Context: an optimization exercise on an open-source flow, tuned for small area, a short achievable clock period and few clock cycles per item. The choices shown serve that exercise and are no tape-out recipe.
At most, simulation tests tie the RTL to the original design; equivalence was not proved.
Power is estimated from default activity; no workload was simulated.

==> job 8014 <==
==> flow/design.v <==
package slum_pkg;
    localparam int LIST_DEPTH = 16;
    localparam int VAL_W = 32;
endpackage
module sorted_list_union_merge
#(
    parameter int DEPTH = slum_pkg::LIST_DEPTH,
    parameter int QD = 16
)
(
    input  logic    clk,
    input  logic    rst_n,
    input  logic    push,
    output logic    full,
    input  logic [33:0] item,
    output logic    empty,
    input  logic    pop,
    output logic [34:0] result
);
    localparam int VW = slum_pkg::VAL_W;
    localparam int CW = $clog2(DEPTH + 1);
    localparam int SD = QD - 2;
    function automatic logic [1:0] cmp_lt_gt(input logic [VW-1:0] a, input logic [VW-1:0] b);
        logic [VW-1:0] l;
        logic [VW-1:0] g;
        for (int k = 0; k < VW; k++)
        begin
            l[k] = ~a[k] & b[k];
            g[k] = a[k] & ~b[k];
        end
        l[VW-1] = a[VW-1] & ~b[VW-1];
        g[VW-1] = ~a[VW-1] & b[VW-1];
        for (int lv = 1; lv < VW; lv = lv * 2)
        begin
            for (int k = 0; k < VW / (2 * lv); k++)
            begin
                l[k] = l[2*k+1] | (~g[2*k+1] & l[2*k]);
                g[k] = g[2*k+1] | (~l[2*k+1] & g[2*k]);
            end
        end
        cmp_lt_gt = {l[0], g[0]};
    endfunction
    logic          in_valid;
    logic [1:0]    in_act;
    logic [VW-1:0] in_val;
    logic          in_dup;
    logic [3:0]    in_eq;
    logic          in_nf;
    logic          in_ld_a;
    logic          in_ld_b;
    logic          accept;
    logic          proc;
    logic [3:0]    eq_new;
    logic          nf_new;
    logic          ld_a_new;
    logic          ld_b_new;
    assign accept = push && !full;
    always_ff @(posedge clk or negedge rst_n)
    begin
        if (!rst_n)
        begin
            in_valid <= 1'b0;
        end
        else if (accept)
        begin
            in_valid <= 1'b1;
        end
        else if (proc)
        begin
            in_valid <= 1'b0;
        end
    end
    always_ff @(posedge clk)
    begin
        if (accept)
        begin
            in_act <= item[33:32];
            in_val <= item[31:0];
            in_eq <= eq_new;
            in_nf <= nf_new;
            in_ld_a <= ld_a_new;
            in_ld_b <= ld_b_new;
        end
    end
    logic [CW-1:0] cnt_a;
    logic [CW-1:0] cnt_b;
    logic [CW-1:0] st_a;
    logic [CW-1:0] st_b;
    logic          ovf;
    logic          first_a;
    logic          first_b;
    logic [VW-1:0] qa [SD];
    logic [VW-1:0] qb [SD];
    logic [SD-1:0] sa_sel;
    logic [SD-1:0] sb_sel;
    logic [VW-1:0] ha;
    logic [VW-1:0] hb;
    logic [VW-1:0] ha2;
    logic [VW-1:0] hb2;
    logic          ha_v;
    logic          hb_v;
    logic          ha2_v;
    logic          hb2_v;
    logic          pend_v;
    logic is_a;
    logic is_b;
    logic is_m;
    logic room_a;
    logic room_b;
    logic blocked;
    logic wr_a;
    logic wr_b;
    logic do_m;
    assign is_a = in_valid && (in_act == 2'd0);
    assign is_b = in_valid && (in_act == 2'd1);
    assign is_m = in_valid && (in_act == 2'd2);
    assign room_a = !cnt_a[CW-1];
    assign room_b = !cnt_b[CW-1];
    assign in_dup = in_nf && (&in_eq);
    assign blocked = (in_valid && in_ld_a && !in_dup && sa_sel[SD-1])
                  || (in_valid && in_ld_b && !in_dup && sb_sel[SD-1])
                  || (is_m && pend_v);
    assign proc = in_valid && !blocked;
    assign wr_a = in_valid && in_ld_a && !in_dup && !sa_sel[SD-1];
    assign wr_b = in_valid && in_ld_b && !in_dup && !sb_sel[SD-1];
    logic [3:0] eq_in;
    logic [3:0] eq_qa;
    logic [3:0] eq_qb;
    logic first_a_next;
    logic first_b_next;
    always_comb
    begin
        for (int k = 0; k < 4; k++)
        begin
            eq_in[k] = (item[8*k +: 8] == in_val[8*k +: 8]);
            eq_qa[k] = (item[8*k +: 8] == qa[0][8*k +: 8]);
            eq_qb[k] = (item[8*k +: 8] == qb[0][8*k +: 8]);
        end
    end
    assign first_a_next = do_m || (first_a && !(proc && is_a && room_a));
    assign first_b_next = do_m || (first_b && !(proc && is_b && room_b));
    assign eq_new = item[32] ? (wr_b ? eq_in : eq_qb) : (wr_a ? eq_in : eq_qa);
    assign nf_new = item[32] ? !first_b_next : !first_a_next;
    assign ld_a_new = (item[33:32] == 2'd0) && !n_cnt_a[CW-1];
    assign ld_b_new = (item[33:32] == 2'd1) && !n_cnt_b[CW-1];
    always_ff @(posedge clk or negedge rst_n)
    begin
        if (!rst_n)
        begin
            first_a <= 1'b1;
            first_b <= 1'b1;
        end
        else
        begin
            first_a <= first_a_next;
            first_b <= first_b_next;
        end
    end
    assign do_m = proc && is_m;
    always_ff @(posedge clk or negedge rst_n)
    begin
        if (!rst_n)
        begin
            cnt_a <= '0;
            cnt_b <= '0;
            st_a <= '0;
            st_b <= '0;
            ovf <= 1'b0;
        end
        else if (do_m)
        begin
            cnt_a <= '0;
            cnt_b <= '0;
            st_a <= '0;
            st_b <= '0;
            ovf <= 1'b0;
        end
        else if (proc)
        begin
            if (is_a)
            begin
                if (room_a)
                    cnt_a <= cnt_a + CW'(1);
                else
                    ovf <= 1'b1;
            end
            if (is_b)
            begin
                if (room_b)
                    cnt_b <= cnt_b + CW'(1);
                else
                    ovf <= 1'b1;
            end
            if (wr_a)
                st_a <= st_a + CW'(1);
            if (wr_b)
                st_b <= st_b + CW'(1);
        end
    end
    logic pop_a;
    logic pop_b;
    logic [VW-1:0] sha;
    logic [VW-1:0] shb;
    logic sa_empty;
    logic sb_empty;
    logic [SD-1:0] sa_sel_next;
    logic [SD-1:0] sb_sel_next;
    logic ha_v_next;
    logic hb_v_next;
    logic ha2_v_next;
    logic hb2_v_next;
    logic adv_a;
    logic adv_b;
    logic h2a_free;
    logic h2b_free;
    assign sa_empty = ~|sa_sel;
    assign sb_empty = ~|sb_sel;
    assign adv_a = (pop_a || !ha_v) && ha2_v;
    assign adv_b = (pop_b || !hb_v) && hb2_v;
    assign h2a_free = pop_a || !ha_v || !ha2_v;
    assign h2b_free = pop_b || !hb_v || !hb2_v;
    assign ha_v_next = pop_a ? ha2_v : (ha_v || ha2_v);
    assign hb_v_next = pop_b ? hb2_v : (hb_v || hb2_v);
    assign ha2_v_next = h2a_free ? (!sa_empty || wr_a) : 1'b1;
    assign hb2_v_next = h2b_free ? (!sb_empty || wr_b) : 1'b1;
    logic [SD-1:0] sa_sel_free;
    logic [SD-1:0] sb_sel_free;
    logic [SD-1:0] sa_sel_kept;
    logic [SD-1:0] sb_sel_kept;
    assign sa_sel_free = wr_a ? sa_sel : {1'b0, sa_sel[SD-1:1]};
    assign sb_sel_free = wr_b ? sb_sel : {1'b0, sb_sel[SD-1:1]};
    assign sa_sel_kept = wr_a ? {sa_sel[SD-2:0], sa_empty} : sa_sel;
    assign sb_sel_kept = wr_b ? {sb_sel[SD-2:0], sb_empty} : sb_sel;
    assign sa_sel_next = h2a_free ? sa_sel_free : sa_sel_kept;
    assign sb_sel_next = h2b_free ? sb_sel_free : sb_sel_kept;
    always_comb
    begin
        sha = '0;
        shb = '0;
        for (int k = 0; k < SD; k++)
        begin
            sha = sha | (qa[k] & {VW{sa_sel[k]}});
            shb = shb | (qb[k] & {VW{sb_sel[k]}});
        end
    end
    always_ff @(posedge clk)
    begin
        if (wr_a)
        begin
            qa[0] <= in_val;
            for (int k = 1; k < SD; k++)
                qa[k] <= qa[k-1];
        end
        if (wr_b)
        begin
            qb[0] <= in_val;
            for (int k = 1; k < SD; k++)
                qb[k] <= qb[k-1];
        end
        if (adv_a)
            ha <= ha2;
        if (adv_b)
            hb <= hb2;
        if (h2a_free)
            ha2 <= sa_empty ? in_val : sha;
        if (h2b_free)
            hb2 <= sb_empty ? in_val : shb;
    end
    always_ff @(posedge clk or negedge rst_n)
    begin
        if (!rst_n)
        begin
            sa_sel <= '0;
            sb_sel <= '0;
            ha_v <= 1'b0;
            hb_v <= 1'b0;
            ha2_v <= 1'b0;
            hb2_v <= 1'b0;
        end
        else
        begin
            sa_sel <= sa_sel_next;
            sb_sel <= sb_sel_next;
            ha_v <= ha_v_next;
            hb_v <= hb_v_next;
            ha2_v <= ha2_v_next;
            hb2_v <= hb2_v_next;
        end
    end
    logic [2*CW:0] pend;
    logic          cmd_take;
    logic          pend_load;
    logic          pend_v_next;
    always_ff @(posedge clk)
    begin
        if (pend_load)
            pend <= {st_a, st_b, ovf};
    end
    always_ff @(posedge clk or negedge rst_n)
    begin
        if (!rst_n)
        begin
            pend_v <= 1'b0;
        end
        else
        begin
            pend_v <= pend_v_next;
        end
    end
    logic          n_valid;
    logic [1:0]    n_act;
    logic [CW-1:0] n_cnt_a;
    logic [CW-1:0] n_cnt_b;
    logic          n_qa_full;
    logic          n_qb_full;
    assign n_valid = accept || (in_valid && !proc);
    assign n_act = accept ? item[33:32] : in_act;
    assign n_qa_full = sa_sel_next[SD-1];
    assign n_qb_full = sb_sel_next[SD-1];
    always_comb
    begin
        n_cnt_a = cnt_a;
        n_cnt_b = cnt_b;
        if (do_m)
        begin
            n_cnt_a = '0;
            n_cnt_b = '0;
        end
        else if (proc && is_a && room_a)
            n_cnt_a = cnt_a + CW'(1);
        else if (proc && is_b && room_b)
            n_cnt_b = cnt_b + CW'(1);
    end
    always_ff @(posedge clk or negedge rst_n)
    begin
        if (!rst_n)
        begin
            full <= 1'b0;
        end
        else
        begin
            full <= n_valid && (
                   (n_act == 2'd0 && !n_cnt_a[CW-1] && n_qa_full)
                || (n_act == 2'd1 && !n_cnt_b[CW-1] && n_qb_full)
                || (n_act == 2'd2 && pend_v_next));
        end
    end
    logic          act;
    logic [CW-1:0] ra;
    logic [CW-1:0] rb;
    logic          a0;
    logic          a1;
    logic          b0;
    logic          b1;
    logic          r_ovf;
    logic          f_lt;
    logic          f_gt;
    logic [1:0]    f_q;
    logic [1:0]    q_2h;
    logic [1:0]    q_h2;
    logic [1:0]    q_22;
    logic          s_22;
    logic          s_2h;
    logic          s_h2;
    logic          s_hh;
    logic [1:0]    c_2h;
    logic [1:0]    c_h2;
    logic [1:0]    c_22;
    logic          take_a;
    logic          take_b;
    logic          step;
    logic          done;
    logic [VW-1:0] r_val;
    logic          r_last;
    logic [2*CW:0] cmd_next;
    logic          o_valid;
    logic [34:0]   o_data;
    logic [34:0]   r_data;
    assign c_2h = cmp_lt_gt(ha2, hb);
    assign c_h2 = cmp_lt_gt(ha, hb2);
    assign c_22 = cmp_lt_gt(ha2, hb2);
    assign {f_lt, f_gt} = (q_22 & {2{s_22}}) | (q_2h & {2{s_2h}})
                        | (q_h2 & {2{s_h2}}) | (f_q & {2{s_hh}});
    assign take_a = !a0 && (b0 || !f_gt);
    assign take_b = !b0 && (a0 || !f_lt);
    assign step = act && (!o_valid || pop);
    assign pop_a = step && take_a;
    assign pop_b = step && take_b;
    assign r_last = (take_a ? a1 : a0) && (take_b ? b1 : b0);
    assign r_val = (ha & {VW{take_a}}) | (hb & {VW{take_b && !take_a}});
    assign done = !act || (step && r_last);
    assign cmd_take = done && (pend_v || do_m);
    assign cmd_next = pend_v ? pend : {st_a, st_b, ovf};
    assign pend_load = do_m && (pend_v || !done);
    assign pend_v_next = pend_load || (pend_v && !done);
    always_ff @(posedge clk or negedge rst_n)
    begin
        if (!rst_n)
        begin
            act <= 1'b0;
        end
        else
        begin
            if (done)
                act <= cmd_take;
        end
    end
    always_ff @(posedge clk)
    begin
        f_q <= {f_lt, f_gt};
        q_2h <= c_2h;
        q_h2 <= c_h2;
        q_22 <= c_22;
        s_22 <= adv_a && adv_b;
        s_2h <= adv_a && !adv_b;
        s_h2 <= !adv_a && adv_b;
        s_hh <= !adv_a && !adv_b;
        if (done)
        begin
            {ra, rb, r_ovf} <= cmd_next;
            a0 <= (cmd_next[2*CW:CW+1] == CW'(0));
            a1 <= (cmd_next[2*CW:CW+1] == CW'(1));
            b0 <= (cmd_next[CW:1] == CW'(0));
            b1 <= (cmd_next[CW:1] == CW'(1));
        end
        else if (step)
        begin
            if (take_a)
            begin
                ra <= ra - CW'(1);
                a0 <= a1;
                a1 <= (ra == CW'(2));
            end
            if (take_b)
            begin
                rb <= rb - CW'(1);
                b0 <= b1;
                b1 <= (rb == CW'(2));
            end
        end
    end
    assign r_data = {r_val, r_last, a0 && b0, r_ovf};
    always_ff @(posedge clk or negedge rst_n)
    begin
        if (!rst_n)
        begin
            o_valid <= 1'b0;
        end
        else if (step)
        begin
            o_valid <= 1'b1;
        end
        else if (pop)
        begin
            o_valid <= 1'b0;
        end
    end
    always_ff @(posedge clk)
    begin
        if (step)
            o_data <= r_data;
    end
    assign empty = !o_valid;
    assign result = o_data;
endmodule
==> flow/run.sh <==
#!/bin/bash
# synth_recipe.tcl (not shown) runs the flow's synth.tcl, then flattens the netlist and writes it again
# the make line also repeats each setting of config.mk as NAME=value (left out here)
make -C /OpenROAD-flow-scripts/flow DESIGN_CONFIG=/design/flow/config.mk WORK_HOME=/design/flow/orfs CLKGATE_MAP_FILE= SYNTH_SCRIPT=/design/flow/synth_recipe.tcl finish
==> flow/config.mk <==
export PLATFORM = sky130hd
export DESIGN_NAME = sorted_list_union_merge
export DESIGN_NICKNAME = sorted_list_union_merge
export VERILOG_FILES = /design/flow/design.v
export SDC_FILE = /design/flow/constraint.sdc
export NUM_CORES = 4
export LEC_CHECK = 0
export CAP_MARGIN = 20
export CORE_MARGIN = 2
export CORE_UTILIZATION = 55
export CTS_BUF_LIST = sky130_fd_sc_hd__clkbuf_8
export CTS_CLUSTER_DIAMETER = 50
export CTS_CLUSTER_SIZE = 12
export SETUP_SLACK_MARGIN = 2.9
export SLEW_MARGIN = 20
export TNS_END_PERCENT = 100
==> flow/constraint.sdc <==
create_clock -name core_clock -period 5.0 [get_ports {clk}]
set_input_delay 1.0000 -clock core_clock [delete_from_list [all_inputs] [get_ports {clk}]]
set_output_delay 1.0000 -clock core_clock [all_outputs]
set_load 0.01 [all_outputs]
==> inputs of job 4008, as changes to job 8014 <==
TNS_END_PERCENT = 10   (was 100)
==> inputs of job 1488, as changes to job 8014 <==
--- a/flow/design.v
+++ b/flow/design.v
@@ -45,5 +45,7 @@
     logic [VW-1:0] in_val;
     logic          in_dup;
-    logic [3:0]    in_eq;
+    logic [3:0]    in_eq_i;
+    logic [3:0]    in_eq_q;
+    logic          in_ws;
     logic          in_nf;
     logic          in_ld_a;
@@ -51,5 +53,6 @@
     logic          accept;
     logic          proc;
-    logic [3:0]    eq_new;
+    logic [3:0]    eq_q_new;
+    logic          ws_new;
     logic          nf_new;
     logic          ld_a_new;
@@ -77,5 +80,7 @@
             in_act <= item[33:32];
             in_val <= item[31:0];
-            in_eq <= eq_new;
+            in_eq_i <= eq_in;
+            in_eq_q <= eq_q_new;
+            in_ws <= ws_new;
             in_nf <= nf_new;
             in_ld_a <= ld_a_new;
@@ -117,5 +122,5 @@
     assign room_a = !cnt_a[CW-1];
     assign room_b = !cnt_b[CW-1];
-    assign in_dup = in_nf && (&in_eq);
+    assign in_dup = in_nf && (in_ws ? (&in_eq_i) : (&in_eq_q));
     assign blocked = (in_valid && in_ld_a && !in_dup && sa_sel[SD-1])
                   || (in_valid && in_ld_b && !in_dup && sb_sel[SD-1])
@@ -140,5 +145,6 @@
     assign first_a_next = do_m || (first_a && !(proc && is_a && room_a));
     assign first_b_next = do_m || (first_b && !(proc && is_b && room_b));
-    assign eq_new = item[32] ? (wr_b ? eq_in : eq_qb) : (wr_a ? eq_in : eq_qa);
+    assign eq_q_new = item[32] ? eq_qb : eq_qa;
+    assign ws_new = item[32] ? wr_b : wr_a;
     assign nf_new = item[32] ? !first_b_next : !first_a_next;
     assign ld_a_new = (item[33:32] == 2'd0) && !n_cnt_a[CW-1];
CORE_UTILIZATION = 70   (was 55)
CTS_BUF_LIST = default   (was sky130_fd_sc_hd__clkbuf_8)
CTS_CLUSTER_DIAMETER = 80   (was 50)
CTS_CLUSTER_SIZE = 24   (was 12)
TNS_END_PERCENT = 2   (was 100)
==> comparison table <==
| item | job 1488 | job 4008 | job 8014 |
|---|---|---|---|
| Result of the run | complete, no violations | complete, no violations | complete, no violations |
| Critical path required time | 5360 ps | 4000 ps | 4000 ps |
| Number of standard-cell rows in the floorplan | 94 | 107 | 107 |
| Area growth from synthesis to layout | 10.2% | 14.1% | 18.1% |
| Sequential cell fraction of total power | 55.1% | 51.9% | 50.6% |
| Wire length of the first global-routing pass | 175 mm | 186 mm | 191 mm |
| # Taps | 864 | 1,144 | 1,144 |
| Chip Height | 263 um | 296 um | 296 um |
| Reg2reg end | ha2[9] | in_eq[3] | sb_sel[12] |
| GRT Overall Usage | 34.4% | 29.3% | 30.1% |
| Multi-input logic portion of the cell area | 20.8% | 20.2% | 20.8% |
| Pre-antenna DRT Iters | 6 | 8 | 6 |
| HP Class | reg2reg | in2async | in2async |
| Wire length per cell after detailed routing | 31.7 um | 30.5 um | 30.5 um |
| Sequential logic power | 15.1 mW | 14.8 mW | 14.7 mW |
| Fraction of standard cell area that is sequential | 69.1% | 66.4% | 64.2% |
| Clock network area share | 3.16% | 4.68% | 4.13% |
| Met1 Wirelength | 46.1 mm | 54.7 mm | 55.7 mm |
Testbench counts of job 1488, summed over its fixed seeds: cycles 8,611, results 6,673.
For job 8014 and job 4008, only the layout was checked, not whether the RTL still works.

-- afterwards: timing with drivers on the ports --
How much do the figures lean on ideal ports? The routed layouts below were timed once more, with nothing changed but the port constraints. Step 1, drivers: a clkbuf_16 drives clk and a buf_2 each remaining input, both assumed. Step 2 adds t to the input delays and takes it off the output delays; t is the mean of the earliest and latest rising clock arrival at the registers after step 1. Input paths then give back, and output paths get back, about the clock's delay inside the block. Three values: no drivers, after step 1, after step 2; two values: the first two.
run | shift t [ns] | setup slack, ns | clock arrival spread, ns | cell pins on the clock port's net
job 8014 | 0.859 | 2.481 / 2.415 / 2.058 | 0.041 / 0.041 | 1
job 4008 | 0.857 | 2.513 / 2.453 / 1.822 | 0.035 / 0.035 | 1
job 1488 | 0.728 | 2.418 / 2.418 / 1.917 | 0.034 / 0.034 | 1
After both steps every run listed still meets setup and hold. The setup slack of job 4008, which loses most, moves by -0.060 ns with the drivers and by -0.691 ns with both steps.
